What follows belongs to an exercise in optimizing a design on an open flow for small area, a short achievable clock period and few clock cycles per item; a production flow would make more cautious choices. At most, simulation tests tie the RTL to the original design; equivalence was not proved. Power figures rest on the tool's default switching activity, not on a simulated workload.

## cnn_layer_par
module cnn_layer_par (
  input  logic         clk,
  input  logic         reset,
  input  logic         start,
  input  logic [3:0]   ch_en,
  input  logic         relu_en,
  input  logic         wt_we,
  input  logic [1:0]   wt_ch,
  input  logic [0:0]   wt_w,
  input  logic [3:0]   wt_tap,
  input  logic [15:0]  wt_data,
  input  logic         in_valid,
  output logic         in_ready,
  input  logic [63:0]  in_data,
  output logic [127:0] out_data,
  output logic [3:0]   finished
);
clock: 11.0 ns
lec_check: 0
cap_margin: 20
core_margin: 2
core_utilization: 65
cts_cluster_diameter: 60
cts_cluster_size: 30
slew_margin: 20
standard.sh (not shown) runs the stock make flow with config.mk's settings and CLKGATE_MAP_FILE= SYNTH_SCRIPT=/design/flow/synth_recipe.tcl, a recipe that flattens the netlist after the stock synthesis.
==> flow/flow/run.sh <==
#!/bin/bash
set -euo pipefail
MARGIN=${MARGIN:-7.5}
bash standard.sh SETUP_SLACK_MARGIN=$MARGIN finish > standard_flow.log 2>&1
The baseline passed the timing, DRC and antenna checks.
Change:
CORE_UTILIZATION = 55   (was 65)
Clock power went up by a few percent; final cell count went up by a few percent; die area grows by about a fifth; power rises slightly; hold slack gains 0.0061 ns.
No functional check of the RTL was part of any run of this note.


Another version of the RTL of cnn_layer_par (not shown whole).
Size in the first run: about 12000 cells after synthesis, about 2100 flip-flops, roughly 230 I/O pins, ~130000 um2 of cells after synthesis.
make LEC_CHECK=0 CAP_MARGIN=20 CORE_MARGIN=2 CORE_UTILIZATION=40 SLEW_MARGIN=20 finish   # period 11.0 ns
run.sh (not shown) runs the stock make flow with config.mk's settings and CLKGATE_MAP_FILE= SYNTH_SCRIPT=/design/flow/synth_recipe.tcl, a recipe that flattens the netlist after the stock synthesis.
Stock flow here: none of the scripts above is used.
The starting point ran to the end with no violations.
==> next run, changes <==
==> flow/flow/run.sh (new file) <==
#!/bin/bash
set -euo pipefail
MARGIN=${MARGIN:-7.5}
bash standard.sh SETUP_SLACK_MARGIN=$MARGIN finish > standard_flow.log 2>&1
==> flow/standard.sh (new file) <==
#!/bin/bash
# synth_recipe.tcl (not shown) runs the flow's synth.tcl, then flattens the netlist and writes it again
# the make line also repeats each setting of config.mk as NAME=value (left out here)
make -C /OpenROAD-flow-scripts/flow DESIGN_CONFIG=/design/flow/config.mk WORK_HOME=/design/flow/orfs CLKGATE_MAP_FILE= SYNTH_SCRIPT=/design/flow/synth_recipe.tcl "${@:-finish}"
removed: flow/run.sh
The changed run finished with timing, DRC and antenna clean.
Clock skew went down by 0.021 ns.
Hold slack is better by 0.088 ns.
Count of clock-buffer cells in the layout went down by 20.
Sequential power stays flat.
Area after synthesis does not change.
Routed wire length went up by 11%.
Global-route usage went up by 1.8 points.
Total power went up by 7.9%.
Flip-flop and latch count does not change.
No functional check of the RTL was part of any run of this note.


Another version of the RTL of cnn_layer_par (not shown whole).
Size in the first run: ~11,000 cells after synthesis.
==> flow/config.mk <==
export PLATFORM = sky130hd
export DESIGN_NAME = cnn_layer_par
export DESIGN_NICKNAME = cnn_layer_par
export VERILOG_FILES = /design/flow/design.v
export SDC_FILE = /design/flow/constraint.sdc
export NUM_CORES = 4
export LEC_CHECK = 0
export CAP_MARGIN = 20
export CORE_MARGIN = 2
export CORE_UTILIZATION = 55
export CTS_CLUSTER_DIAMETER = 60
export CTS_CLUSTER_SIZE = 30
export SLEW_MARGIN = 20
==> flow/constraint.sdc <==
create_clock -name core_clock -period 11.0 [get_ports {clk}]
set_input_delay 2.2000 -clock core_clock [delete_from_list [all_inputs] [get_ports {clk}]]
set_output_delay 2.2000 -clock core_clock [all_outputs]
set_load 0.01 [all_outputs]
standard.sh (not shown) runs the stock make flow with config.mk's settings and CLKGATE_MAP_FILE= SYNTH_SCRIPT=/design/flow/synth_recipe.tcl, a recipe that flattens the netlist after the stock synthesis.
==> flow/flow/run.sh <==
#!/bin/bash
set -euo pipefail
MARGIN=${MARGIN:-7.65}
bash standard.sh SETUP_SLACK_MARGIN=$MARGIN \
  "BUFFER_PORTS_ARGS=-buffer_cell sky130_fd_sc_hd__buf_4" finish > standard_flow.log 2>&1
The starting point finished with timing, DRC and antenna clean.
Testbench counts at the start, summed over its fixed seeds: cycles 2,816, passes 256.
==> next run, changes <==
==> flow/flow/run.sh (replaced) <==
#!/bin/bash
set -euo pipefail
MARGIN=${MARGIN:-8}
bash standard.sh SETUP_SLACK_MARGIN=$MARGIN finish > standard_flow.log 2>&1
Effect: The new run completed with no timing, DRC or antenna violations; worst setup slack gets better by 120 ps; global-route usage went up by 1.2 points; synthesized area is unchanged; first-iteration DRC count went down by 0.43%; routed wire length went up by 3.6%; via count went up by 2.0%; worst hold slack gets worse by 7.5 ps; sequential share of layout area went down by 1.8 points; die area does not change; clock-buffer cell count went up by 9; design area went up by 5.1%.
==> next run, changes <==
==> flow/flow/run.sh (replaced) <==
#!/bin/bash
set -euo pipefail
MARGIN=${MARGIN:-7.5}
bash standard.sh SETUP_SLACK_MARGIN=$MARGIN finish > standard_flow.log 2>&1
Settings changed: CTS_CLUSTER_DIAMETER 60 to 70, CTS_CLUSTER_SIZE 30 to 36.
The new run produced a clean layout.
Clock power goes down by 8.6%.
Sequential power is about the same.
Critical path depth is unchanged.
Worst hold slack is better by 16 ps.
First-iteration DRC count goes down by 3.9%.
Setup slack is worse by 63 ps.
Total power goes down by 8.0%.
Count of clock-buffer cells in the layout goes down by 29.
Via count goes down by 4.2%.
Register-to-register slack is worse by 50 ps.
==> next run, changes <==
Settings changed: CTS_CLUSTER_DIAMETER 70 to 60, CTS_CLUSTER_SIZE 36 to 30, PLACE_DENSITY set to 0.72.
What happened:
- final area is higher slightly
- setup slack loses 19 ps
- sequential cell count is unchanged
- first-iteration DRC count rose by about a fifth
- synthesized area is unchanged
- cell count is about the same
- global-route usage shrinks by 1.9 points
- die area is unchanged
- clock power went up by a little under a tenth
- sequential power hardly moves
- synthesized cell count is unchanged
==> next run, changes <==
==> flow/flow/run.sh (replaced) <==
#!/bin/bash
set -euo pipefail
MARGIN=${MARGIN:-7.2}
bash standard.sh SETUP_SLACK_MARGIN=$MARGIN finish > standard_flow.log 2>&1
Settings changed: PLACE_DENSITY 0.72 to not set.
Outcome: The new run finished clean. Area after synthesis stays the same. Total power falls by 1.2%. Sequential share of layout area came out higher by 0.56 points.
==> next run, changes <==
==> flow/flow/run.sh (replaced) <==
#!/bin/bash
set -euo pipefail
MARGIN=${MARGIN:-7.5}
bash standard.sh SETUP_SLACK_MARGIN=$MARGIN \
  "BUFFER_PORTS_ARGS=-buffer_cell sky130_fd_sc_hd__buf_4" finish > standard_flow.log 2>&1
=> The changed run ran to the end with no violations; die area is unchanged; final area goes up by about 2.5%; sequential share of layout area is lower by 0.67 points; power climbs by 1.5%; final cell count goes up by 0.90%; wire length is higher by about 3%; flip-flop and latch count is unchanged.


Another version of the RTL of cnn_layer_par (not shown whole).
For scale: ~12000 cells after synthesis, roughly 2100 flip-flops, about 230 I/O pins, about 0.13 sq mm of cells after synthesis.
clock: 11.0 ns
lec_check: 0
cap_margin: 20
core_margin: 2
core_utilization: 55
cts_cluster_diameter: 60
cts_cluster_size: 30
slew_margin: 20
tns_end_percent: 20
==> flow/flow/run.sh <==
#!/bin/bash
set -euo pipefail
MARGIN=${MARGIN:-7.5}
bash standard.sh SETUP_SLACK_MARGIN=$MARGIN finish > standard_flow.log 2>&1
The starting point passed the timing, DRC and antenna checks.
Testbench counts at the start, summed over its fixed seeds: cycles 2,816, passes 256.
Change:
TNS_END_PERCENT = not set   (was 20)
Non-clock buffer count goes up by 125; wire length hardly moves; final area goes up slightly; worst hold slack gets better by 0.0091 ns; count of clock-buffer cells in the layout goes down by 6; fmax goes up by a few percent.


cnn_layer_par, a different RTL version from the one above (not shown whole).
Size: roughly 11000 cells after synthesis, about 2100 flip-flops, ~230 I/O pins, ~130000 sq um of cells after synthesis.
export LEC_CHECK = 0
export CAP_MARGIN = 20
export CORE_MARGIN = 2
export CORE_UTILIZATION = 55
export CTS_CLUSTER_DIAMETER = 60
export CTS_CLUSTER_SIZE = 30
export SLEW_MARGIN = 20
create_clock -name core_clock -period 11.0 [get_ports {clk}]
==> flow/flow/run.sh <==
#!/bin/bash
set -euo pipefail
MARGIN=${MARGIN:-7.5}
bash standard.sh SETUP_SLACK_MARGIN=$MARGIN \
  "BUFFER_PORTS_ARGS=-buffer_cell sky130_fd_sc_hd__buf_4" finish > standard_flow.log 2>&1
Testbench counts at the start, summed over its fixed seeds: cycles 2,816, passes 256.
Then changed:
==> flow/flow/run.sh (replaced) <==
#!/bin/bash
set -euo pipefail
MARGIN=${MARGIN:-7.5}
bash standard.sh SETUP_SLACK_MARGIN=$MARGIN finish > standard_flow.log 2>&1
Result:
- The new run finished clean
- clock power went up by a few percent
- synthesized cell count does not change
- register-to-register slack improved by 20 ps
- design area went up slightly
- total power went up slightly
- core utilization went up by 0.26 points
- sequential power is about the same
- maximum frequency is about the same
- wire length went up slightly
- critical path depth went down by 4

## afterwards: timing with drivers on the ports
Ports are ideal in the flow. The routed layouts listed here were re-timed in OpenROAD. Step 1: set_driving_cell puts a clkbuf_16 on clk and a buf_2 on each other input, an assumption about the parent block. Step 2 adds t to the input delays and takes it off the output delays; t is the mean of the earliest and latest rising clock arrival at the registers after step 1. Input paths then give back, and output paths get back, about the clock's delay inside the block. Slacks: ideal ports / drivers / drivers and shift; pairs: ideal ports / drivers.
run	t (ns)	setup WS [ns]	worst register clock-pin slew, ns	worst data-port slew with drivers (ns)
the first run of note 1	0.943	7.345 / 7.290 / 6.467	0.11 / 0.11	0.11
the second run of note 1	0.964	7.345 / 7.249 / 6.623	0.11 / 0.11	0.12
the first run of note 2	1.008	6.013 / 6.013 / 5.065	0.07 / 0.07	0.21
the second run of note 2	1.020	7.209 / 7.113 / 6.392	0.08 / 0.08	0.20
the first run of note 3	0.951	7.340 / 7.248 / 6.582	0.11 / 0.11	0.22
the second run of note 3	0.958	7.458 / 7.368 / 7.103	0.11 / 0.11	0.12
the third run of note 3	0.945	7.395 / 7.298 / 6.591	0.12 / 0.12	0.17
the fourth run of note 3	0.948	7.376 / 7.294 / 6.690	0.11 / 0.11	0.13
the fifth run of note 3	0.955	7.199 / 7.196 / 6.657	0.11 / 0.11	0.10
the sixth run of note 3	0.956	7.418 / 7.328 / 6.758	0.12 / 0.12	0.15
the first run of note 4	0.946	7.201 / 7.184 / 6.693	0.11 / 0.11	0.10
the second run of note 4	0.959	7.348 / 7.249 / 6.939	0.12 / 0.12	0.09
the first run of note 5	0.939	7.434 / 7.382 / 6.514	0.11 / 0.11	0.16
the second run of note 5	0.952	7.433 / 7.343 / 6.521	0.11 / 0.11	0.19
After both steps every run listed still meets setup and hold. For the first run of note 2, which loses most, drivers alone change the setup slack by 0.000 ns; drivers and shift together by -0.948 ns.
